Context: an optimization exercise on an open-source flow, tuned for small area, a short achievable clock period and few clock cycles per item. The choices shown serve that exercise and are no tape-out recipe. In this exercise RTL edits were held to simulation tests only and were not proved equivalent to the original. Power and IR drop assume default switching activity.

==> flow/design.v <==
package chc_pkg;
  localparam int MAG_W = 16;
  localparam int DEG_W = 9;
  localparam int CORDIC_STEPS = 16;
  localparam int ATAN_IDX_W   = 5;
  localparam int STEP_W       = $clog2(CORDIC_STEPS);
  localparam int PRESCALE_SH  = 24;
  localparam int CW           = 43;
  localparam int AW           = 26;
  localparam int DEG_FRAC     = 16;
  localparam logic [1:0] ACT_HEADING    = 2'd0;
  localparam logic [1:0] ACT_CAL_START  = 2'd1;
  localparam logic [1:0] ACT_CAL_SAMPLE = 2'd2;
  localparam logic [1:0] ACT_CAL_END    = 2'd3;
  localparam logic signed [AW-1:0] ACC_P90  = AW'(5898240);
  localparam logic signed [AW-1:0] ACC_N90  = AW'(-5898240);
  localparam logic signed [AW-1:0] ACC_180  = AW'(11796480);
  localparam logic signed [AW-1:0] ACC_360  = AW'(23592960);
  localparam logic [DEG_W-1:0]     DEG_360  = DEG_W'(360);
  typedef enum logic [1:0] {
    OP_HEADING,
    OP_CAL_START,
    OP_CAL_SAMPLE,
    OP_CAL_END
  } op_t;
  typedef struct packed {
    op_t                     op;
    logic signed [MAG_W-1:0] x;
    logic signed [MAG_W-1:0] y;
    logic signed [MAG_W-1:0] z;
  } item_t;
  typedef enum logic [1:0] {
    CD_IDLE,
    CD_ITER,
    CD_FINAL
  } cd_state_t;
  typedef enum logic [1:0] {
    BK_IDLE,
    BK_RUN,
    BK_HOLD
  } bk_state_t;
  function automatic logic signed [AW-1:0] atan_q16(input logic [ATAN_IDX_W-1:0] idx);
    logic signed [AW-1:0] r;
    case (idx)
      5'd0:    r = AW'(2949120);
      5'd1:    r = AW'(1740967);
      5'd2:    r = AW'(919879);
      5'd3:    r = AW'(466945);
      5'd4:    r = AW'(234379);
      5'd5:    r = AW'(117304);
      5'd6:    r = AW'(58666);
      5'd7:    r = AW'(29335);
      5'd8:    r = AW'(14668);
      5'd9:    r = AW'(7334);
      5'd10:   r = AW'(3667);
      5'd11:   r = AW'(1833);
      5'd12:   r = AW'(917);
      5'd13:   r = AW'(458);
      5'd14:   r = AW'(229);
      5'd15:   r = AW'(115);
      5'd16:   r = AW'(57);
      5'd17:   r = AW'(29);
      5'd18:   r = AW'(14);
      5'd19:   r = AW'(7);
      5'd20:   r = AW'(4);
      5'd21:   r = AW'(2);
      5'd22:   r = AW'(1);
      default: r = '0;
    endcase
    atan_q16 = r;
  endfunction
endpackage
import chc_pkg::*;
module chc_front (
  input  logic                    clk,
  input  logic                    rst,
  input  logic                    sample_valid,
  output logic                    sample_ready,
  input  logic [1:0]              action,
  input  logic signed [MAG_W-1:0] mag_x,
  input  logic signed [MAG_W-1:0] mag_y,
  input  logic signed [MAG_W-1:0] mag_z,
  output logic                    q_valid,
  output chc_pkg::item_t                 q_item,
  input  logic                    q_pop
);
  chc_pkg::item_t slot0;
  chc_pkg::item_t slot1;
  logic       wr_ptr;
  logic       rd_ptr;
  logic [1:0] count;
  logic       push;
  chc_pkg::item_t item_in;
  always_comb begin
    case (action)
      ACT_HEADING:    item_in.op = OP_HEADING;
      ACT_CAL_START:  item_in.op = OP_CAL_START;
      ACT_CAL_SAMPLE: item_in.op = OP_CAL_SAMPLE;
      ACT_CAL_END:    item_in.op = OP_CAL_END;
      default:        item_in.op = OP_HEADING;
    endcase
    item_in.x = mag_x;
    item_in.y = mag_y;
    item_in.z = mag_z;
  end
  assign sample_ready = (count != 2'd2);
  assign push         = sample_valid && sample_ready;
  assign q_valid      = (count != 2'd0);
  assign q_item       = rd_ptr ? slot1 : slot0;
  always_ff @(posedge clk) begin
    if (rst) begin
      wr_ptr <= 1'b0;
      rd_ptr <= 1'b0;
      count  <= 2'd0;
    end else begin
      if (push) wr_ptr <= ~wr_ptr;
      if (q_pop) rd_ptr <= ~rd_ptr;
      count <= count + 2'(push) - 2'(q_pop);
    end
  end
  always_ff @(posedge clk) begin
    if (push && !wr_ptr) slot0 <= item_in;
    if (push &&  wr_ptr) slot1 <= item_in;
  end
endmodule
import chc_pkg::*;
module chc_cordic (
  input  logic                    clk,
  input  logic                    rst,
  input  logic                    start,
  input  logic signed [MAG_W-1:0] mag_x,
  input  logic signed [MAG_W-1:0] mag_y,
  output logic                    done,
  output logic [DEG_W-1:0]        heading
);
  chc_pkg::cd_state_t state;
  chc_pkg::cd_state_t state_next;
  logic signed [CW-1:0] x;
  logic signed [CW-1:0] y;
  logic signed [AW-1:0] acc;
  logic [STEP_W-1:0]    step;
  logic                 last_step;
  logic signed [MAG_W:0]  neg_x;
  logic signed [MAG_W:0]  neg_y;
  logic signed [CW-1:0]   xs;
  logic signed [CW-1:0]   ys;
  logic signed [AW-1:0]   ang;
  logic signed [AW-1:0]   acc_adj;
  logic [AW-DEG_FRAC-1:0] deg_wide;
  logic [AW-DEG_FRAC-1:0] deg_fix;
  function automatic logic signed [CW-1:0] prescale(input logic signed [MAG_W:0] v);
    prescale = {{(CW-MAG_W-1-PRESCALE_SH){v[MAG_W]}}, v, {PRESCALE_SH{1'b0}}};
  endfunction
  assign neg_x     = -{mag_x[MAG_W-1], mag_x};
  assign neg_y     = -{mag_y[MAG_W-1], mag_y};
  assign xs        = x >>> step;
  assign ys        = y >>> step;
  assign ang       = chc_pkg::atan_q16(ATAN_IDX_W'(step));
  assign last_step = (step == STEP_W'(CORDIC_STEPS - 1));
  assign acc_adj  = acc[AW-1] ? acc + ACC_360 : acc;
  assign deg_wide = acc_adj[AW-1:DEG_FRAC];
  assign deg_fix  = (deg_wide >= (AW-DEG_FRAC)'(360)) ?
                    deg_wide - (AW-DEG_FRAC)'(360) : deg_wide;
  always_ff @(posedge clk) begin
    if (rst) begin
      state <= CD_IDLE;
    end else begin
      state <= state_next;
    end
  end
  always_comb begin
    state_next = state;
    case (state)
      CD_IDLE: begin
        if (start) state_next = (mag_y == '0) ? CD_FINAL : CD_ITER;
      end
      CD_ITER: begin
        if (last_step) state_next = CD_FINAL;
      end
      CD_FINAL: state_next = CD_IDLE;
      default:  state_next = CD_IDLE;
    endcase
  end
  always_ff @(posedge clk) begin
    if (rst) begin
      done <= 1'b0;
    end else begin
      done <= (state == CD_FINAL);
    end
  end
  always_ff @(posedge clk) begin
    case (state)
      CD_IDLE: begin
        step <= '0;
        if (mag_y == '0) begin
          acc <= mag_x[MAG_W-1] ? ACC_180 : '0;
          x   <= '0;
          y   <= '0;
        end else if (!mag_y[MAG_W-1]) begin
          x   <= prescale({mag_y[MAG_W-1], mag_y});
          y   <= prescale(neg_x);
          acc <= ACC_P90;
        end else begin
          x   <= prescale(neg_y);
          y   <= prescale({mag_x[MAG_W-1], mag_x});
          acc <= ACC_N90;
        end
      end
      CD_ITER: begin
        step <= step + 1'b1;
        if (y > 0) begin
          x   <= x + ys;
          y   <= y - xs;
          acc <= acc + ang;
        end else if (y < 0) begin
          x   <= x - ys;
          y   <= y + xs;
          acc <= acc - ang;
        end
      end
      CD_FINAL: heading <= DEG_W'(deg_fix);
      default: ;
    endcase
  end
endmodule
import chc_pkg::*;
module chc_back (
  input  logic                    clk,
  input  logic                    rst,
  input  logic                    q_valid,
  input  chc_pkg::item_t                 q_item,
  output logic                    q_pop,
  output logic                    cd_start,
  input  logic                    cd_done,
  input  logic [DEG_W-1:0]        cd_heading,
  output logic                    result_valid,
  input  logic                    result_ready,
  output logic [DEG_W-1:0]        heading_deg,
  output logic signed [MAG_W-1:0] offset_x,
  output logic signed [MAG_W-1:0] offset_y,
  output logic signed [MAG_W-1:0] offset_z
);
  chc_pkg::bk_state_t state;
  chc_pkg::bk_state_t state_next;
  logic signed [MAG_W-1:0] axis_max    [3];
  logic signed [MAG_W-1:0] axis_min    [3];
  logic signed [MAG_W-1:0] axis_offset [3];
  logic signed [MAG_W-1:0] samp        [3];
  logic signed [MAG_W-1:0] off_new     [3];
  logic signed [MAG_W:0]   mid_sum     [3];
  logic signed [MAG_W:0]   mid_rnd     [3];
  logic out_free;
  logic cal_fire;
  logic load_cal;
  logic load_head;
  logic result_valid_next;
  assign samp[0]  = q_item.x;
  assign samp[1]  = q_item.y;
  assign samp[2]  = q_item.z;
  assign out_free = !result_valid || result_ready;
  assign cal_fire = load_cal;
  always_comb begin
    for (int k = 0; k < 3; k++) begin
      mid_sum[k] = {axis_max[k][MAG_W-1], axis_max[k]} + {axis_min[k][MAG_W-1], axis_min[k]};
      mid_rnd[k] = (mid_sum[k] + (MAG_W+1)'(mid_sum[k][MAG_W])) >>> 1;
      case (q_item.op)
        OP_CAL_START: off_new[k] = '0;
        OP_CAL_END:   off_new[k] = mid_rnd[k][MAG_W-1:0];
        default:      off_new[k] = axis_offset[k];
      endcase
    end
  end
  always_ff @(posedge clk) begin
    if (rst) begin
      state <= BK_IDLE;
    end else begin
      state <= state_next;
    end
  end
  always_comb begin
    state_next = state;
    q_pop      = 1'b0;
    cd_start   = 1'b0;
    load_cal   = 1'b0;
    load_head  = 1'b0;
    case (state)
      BK_IDLE: begin
        if (q_valid) begin
          if (q_item.op == OP_HEADING) begin
            q_pop      = 1'b1;
            cd_start   = 1'b1;
            state_next = BK_RUN;
          end else if (out_free) begin
            q_pop    = 1'b1;
            load_cal = 1'b1;
          end
        end
      end
      BK_RUN: begin
        if (cd_done) begin
          if (out_free) begin
            load_head  = 1'b1;
            state_next = BK_IDLE;
          end else begin
            state_next = BK_HOLD;
          end
        end
      end
      BK_HOLD: begin
        if (out_free) begin
          load_head  = 1'b1;
          state_next = BK_IDLE;
        end
      end
      default: state_next = BK_IDLE;
    endcase
  end
  always_ff @(posedge clk) begin
    if (rst) begin
      for (int k = 0; k < 3; k++) begin
        axis_max[k]    <= '0;
        axis_min[k]    <= '0;
        axis_offset[k] <= '0;
      end
    end else if (cal_fire) begin
      for (int k = 0; k < 3; k++) begin
        axis_offset[k] <= off_new[k];
        case (q_item.op)
          OP_CAL_START: begin
            axis_max[k] <= samp[k];
            axis_min[k] <= samp[k];
          end
          OP_CAL_SAMPLE: begin
            if (samp[k] > axis_max[k]) axis_max[k] <= samp[k];
            if (samp[k] < axis_min[k]) axis_min[k] <= samp[k];
          end
          default: ;
        endcase
      end
    end
  end
  assign result_valid_next = (load_cal || load_head) ? 1'b1 :
                             (result_ready ? 1'b0 : result_valid);
  always_ff @(posedge clk) begin
    if (rst) begin
      result_valid <= 1'b0;
    end else begin
      result_valid <= result_valid_next;
    end
  end
  always_ff @(posedge clk) begin
    if (load_cal) begin
      heading_deg <= '0;
      offset_x    <= off_new[0];
      offset_y    <= off_new[1];
      offset_z    <= off_new[2];
    end else if (load_head) begin
      heading_deg <= cd_heading;
      offset_x    <= axis_offset[0];
      offset_y    <= axis_offset[1];
      offset_z    <= axis_offset[2];
    end
  end
endmodule
import chc_pkg::*;
module compass_heading_hard_iron_cal (
  input  logic                    clk,
  input  logic                    rst,
  input  logic                    sample_valid,
  output logic                    sample_ready,
  input  logic [1:0]              action,
  input  logic signed [MAG_W-1:0] mag_x,
  input  logic signed [MAG_W-1:0] mag_y,
  input  logic signed [MAG_W-1:0] mag_z,
  output logic                    result_valid,
  input  logic                    result_ready,
  output logic [DEG_W-1:0]        heading_deg,
  output logic signed [MAG_W-1:0] offset_x,
  output logic signed [MAG_W-1:0] offset_y,
  output logic signed [MAG_W-1:0] offset_z
);
  logic             q_valid;
  chc_pkg::item_t   q_item;
  logic             q_pop;
  logic             cd_start;
  logic             cd_done;
  logic [DEG_W-1:0] cd_heading;
  chc_front u_front (
    .clk          (clk),
    .rst          (rst),
    .sample_valid (sample_valid),
    .sample_ready (sample_ready),
    .action       (action),
    .mag_x        (mag_x),
    .mag_y        (mag_y),
    .mag_z        (mag_z),
    .q_valid      (q_valid),
    .q_item       (q_item),
    .q_pop        (q_pop)
  );
  chc_cordic u_cordic (
    .clk     (clk),
    .rst     (rst),
    .start   (cd_start),
    .mag_x   (q_item.x),
    .mag_y   (q_item.y),
    .done    (cd_done),
    .heading (cd_heading)
  );
  chc_back u_back (
    .clk          (clk),
    .rst          (rst),
    .q_valid      (q_valid),
    .q_item       (q_item),
    .q_pop        (q_pop),
    .cd_start     (cd_start),
    .cd_done      (cd_done),
    .cd_heading   (cd_heading),
    .result_valid (result_valid),
    .result_ready (result_ready),
    .heading_deg  (heading_deg),
    .offset_x     (offset_x),
    .offset_y     (offset_y),
    .offset_z     (offset_z)
  );
endmodule
==> flow/run.sh <==
#!/bin/bash
# synth_recipe.tcl (not shown) runs the flow's synth.tcl, then flattens the netlist and writes it again
# the make line also repeats each setting of config.mk as NAME=value (left out here)
make -C /OpenROAD-flow-scripts/flow DESIGN_CONFIG=/design/flow/config.mk WORK_HOME=/design/flow/orfs CLKGATE_MAP_FILE= SYNTH_SCRIPT=/design/flow/synth_recipe.tcl finish
==> flow/config.mk <==
export PLATFORM = sky130hd
export DESIGN_NAME = compass_heading_hard_iron_cal
export DESIGN_NICKNAME = compass_heading_hard_iron_cal
export VERILOG_FILES = /design/flow/design.v
export SDC_FILE = /design/flow/constraint.sdc
export NUM_CORES = 4
export LEC_CHECK = 0
export CAP_MARGIN = 20
export CORE_MARGIN = 2
export CORE_UTILIZATION = 40
export SLEW_MARGIN = 20
==> flow/constraint.sdc <==
create_clock -name core_clock -period 9.0 [get_ports {clk}]
set_input_delay 1.8000 -clock core_clock [delete_from_list [all_inputs] [get_ports {clk}]]
set_output_delay 1.8000 -clock core_clock [all_outputs]
set_load 0.01 [all_outputs]
==> impl_metrics.ini <==
[run_status]
status = timing/DRC/antenna clean

[drt]
wl_per_cell_um = 19.9
drt_iter0_markers = 2225
drt_first_pass_iters = 6
drc = 0
drt_wl_total_um = 102000
vias_per_cell = 5.74
dr_total_vias = 29200
drtAntennaViolNets = 0

[worst_setup_path]
rr_worst_depth = 22
start_kind = register
regToRegEndpoint = u_cordic.y[42]
worst-r2r-setup-slack_ps = 2020
critical_path_required_ps = 9350
rr_startpoint = u_cordic.step[0]
crit_type = register to register
cp-end-kind = register
crit_fanout = 44
crit_arrival_ps = 7330

[clock_network]
cts-root-buf = clkbuf_16
cts_sinks = 458
cts_buffer_depth = 3
path_clk_slew_ps = 70
cts-htree-levels = 2
cts_buffers = 55
clk_latency_ps = 660
cts_tree = done
hold_buffers = 0
cts_resized = 0
postCtsSetupBuffers = 0

[finish]
n_antenna_cell = 0
fin_nets = 4216
post-route-util = 0.450
drive_gt1_frac = 0.0879
area_delta_synth_final_pct = 12.0
fin_cells = 5091

[floorplanning]
dieArea_sq_um = 91000
die_w_um = 302
pin_count = 113
core_sq_um = 88100
rows = 109
start_util = 0.402
die_h_um = 302

[power_and_ir_drop]
power.density_nw_per_um2 = 414
ir_drop_mv = 0.281
total_leakage_power_nw = 15.4

[grt]
antenna_found_initial = 0
grt_pass1_vias = 28000
grt_max_degree = 84
grt_overflow_total = 0
grt_pass1_wl_um = 159000
grt.total_usage = 0.220

[sta]
max_freq_mhz = 143
rsz0062_at_grt = false
worst_slack_ps = 2020
relSlewSlack = 0.234
worst_pin_slew_ps = 1130
fin_tns_setup_ps = 0
finalSetupViolations = 0
min_period_ps = 6980
skew_ps = 34.1
period_share = 0.775
final_max_slew_viol_count = 0
hold_violations = 0

[hold_path]
worstHoldStart = u_back.axis_offset[0][6]
hold_class = register to register
hold_depth = 2
hold_path_end = u_back.axis_offset[0][6]

[yosys]
synth-edff-count = 273
synth.most_common_cell = nor2_1
yosysTopAreaCellShare = 0.231
synth_cells = 3836
ys_async_sr_fraction = 0
synth_top_cells_by_count = 360 x nor2_1, 316 x nand2_1, 276 x ha_1
ys_top_cells_by_area = edfxtp_1 23%, dfxtp_1 10%, ha_1 9.7%
synth_area_sq_um = 35400
avgSynthCellArea_sq_um = 9.24
synthFlopType = edfxtp_1
synth_seq_cells = 458
seq_area_frac_synth = 0.336
ys_types = 91
synth_fp_nets = 4172
ys.warnings.count = 10
yosysTopAreaCell = edfxtp_1

[place]
placed_cells = 4986
io_buffers = 112
gp_congestion = 0.950
dpl_worst_slack_ps = 2200
hpwl_um = 75900

[run]
cap_violations = 0
-- worst max-delay path, cell delays in order (launching register included) --
cell and delay (ps):
edfxtp_1 340, buf_4 570, buf_4 410, nor2b_1 540, a22oi_1 130, nor2b_1 220, o32ai_1 570, nand4_1 320
nor3b_1 540, and2_1 260, a21oi_1 100, xnor2_1 150, ha_1 390, nand4_1 180, nor4_1 460, nor3_1 80
a32oi_1 210, o41ai_1 120, buf_4 170, or3b_2 500, a31oi_1 180, xnor2_1 140, o21ai_0 90
-- sequential cells by signal (all words and copies together), names as in the netlist, 26 cells and up --
name,flops
u_cordic.acc,26
u_front.slot1,50
u_back.axis_min,48
u_back.axis_max,48
u_cordic.y,43
u_back.axis_offset,48
u_cordic.x,43
u_front.slot0,50
-- power breakdown --
group,internal [W],switching (W)
Clock,0.00139,0.000971
Combinational,0.00449,0.00619
Sequential,0.00288,0.000528
Total,0.00875,0.00769
-- placed cells by master (no fill, tap or decap), types with 59 or more instances in the layout --
cell type / synthesis / routed
mux2i_1: 157 / 156
ha_1: 276 / 276
nand3_1: 77 / 77
xnor2_1: 171 / 171
mux4_2: 74 / 74
nor3_1: 75 / 75
nand2_1: 316 / 313
nor2_1: 360 / 358
inv_1: 173 / 173
xor2_1: 131 / 131
a21oi_1: 224 / 223
edfxtp_1: 273 / 273
o21ai_0: 221 / 220
mux2_2: 82 / 82
a21o_1: 108 / 108
clkbuf_16: 0 / 59
clkdlybuf4s50_1: 0 / 111
nor2b_1: 71 / 70
dfxtp_1: 185 / 184
-- metrics by stage --
stage               hold WS, ps  area, sq um  power [W]
floorplan                   425        35400     0.0114
global placement            435        37800     0.0139
detailed placement          442        37800     0.0140
CTS                         457        39700     0.0164
global route                482        39700     0.0178
finish                      454        39700     0.0164
-- logic make-up (layout without fill, tap and decap cells) --
group | after synthesis | after routing | share of synthesized area
flip-flops | 458 | 458 | 0.336
XOR/XNOR | 302 | 302 | 0.0746
adder cells (fa/ha/maj) | 282 | 282 | 0.101
multiplexers | 313 | 313 | 0.117
buffers and inverters | 346 | 436 | 0.0386
AO/OA/AOI/OAI | 956 | 956 | 0.173
AND/OR/NAND/NOR | 1179 | 1179 | 0.159
-- layer usage --
layer,GRT usage,share of wire
met1,0.283,0.44
met5,0,0
met4,0.0741,0.034
met3,0.0239,0.042
met2,0.382,0.48
-- how the worst max path moves through the flow --
stage                     startpoint              end  slack, ps  depth (start not counted)
finish              u_cordic.step[0]   u_cordic.y[42]       2020                         22
global route        u_cordic.step[0]   u_cordic.y[42]       1510                         22
CTS                 u_cordic.step[0]   u_cordic.y[42]       2180                         22
detailed placement  u_cordic.step[0]   u_cordic.y[42]       2200                         22
global placement    u_cordic.step[0]   u_cordic.x[41]       2280                         20
floorplan             u_cordic.y[42]  u_cordic.acc[0]       2010                          4
-- layout make-up --
class	count	area, sq um
Fill cell	8657	48400
Multi-Input combinational cell	3032	22300
Sequential cell	458	11900
Clock buffer	76	1590
Timing Repair Buffer	157	1470
Tap cell	1165	1460
Inverter	176	661
Clock inverter	27	327
Testbench counts, summed over its fixed seeds: cycles 123,374, items 7,200.

==> what the ideal ports hide <==
In the flow no input, the clock included, has a driving cell. The finished layout below was timed again as built, in two steps. Step 1 (the two cells are an assumption about what drives the block):
set clk [get_ports {clk}]
set_driving_cell -lib_cell sky130_fd_sc_hd__clkbuf_16 $clk
set_driving_cell -lib_cell sky130_fd_sc_hd__buf_2 [delete_from_list [all_inputs] $clk]
Step 2 times the ports against the registers' clock, not the clock port: input delays grow and output delays shrink by t, the midpoint of the rising clock arrivals with the driver on. Three values: ideal, step 1, step 2; two values: the first two.
shift t [ns]: 0.710
setup WS [ns]: 2.022 / 2.022 / 2.022
worst slew at a driven data input, ns: 0.06
After both steps setup and hold are still met in this run. For this run, drivers alone change the setup slack by 0.000 ns; drivers and shift together by 0.000 ns.
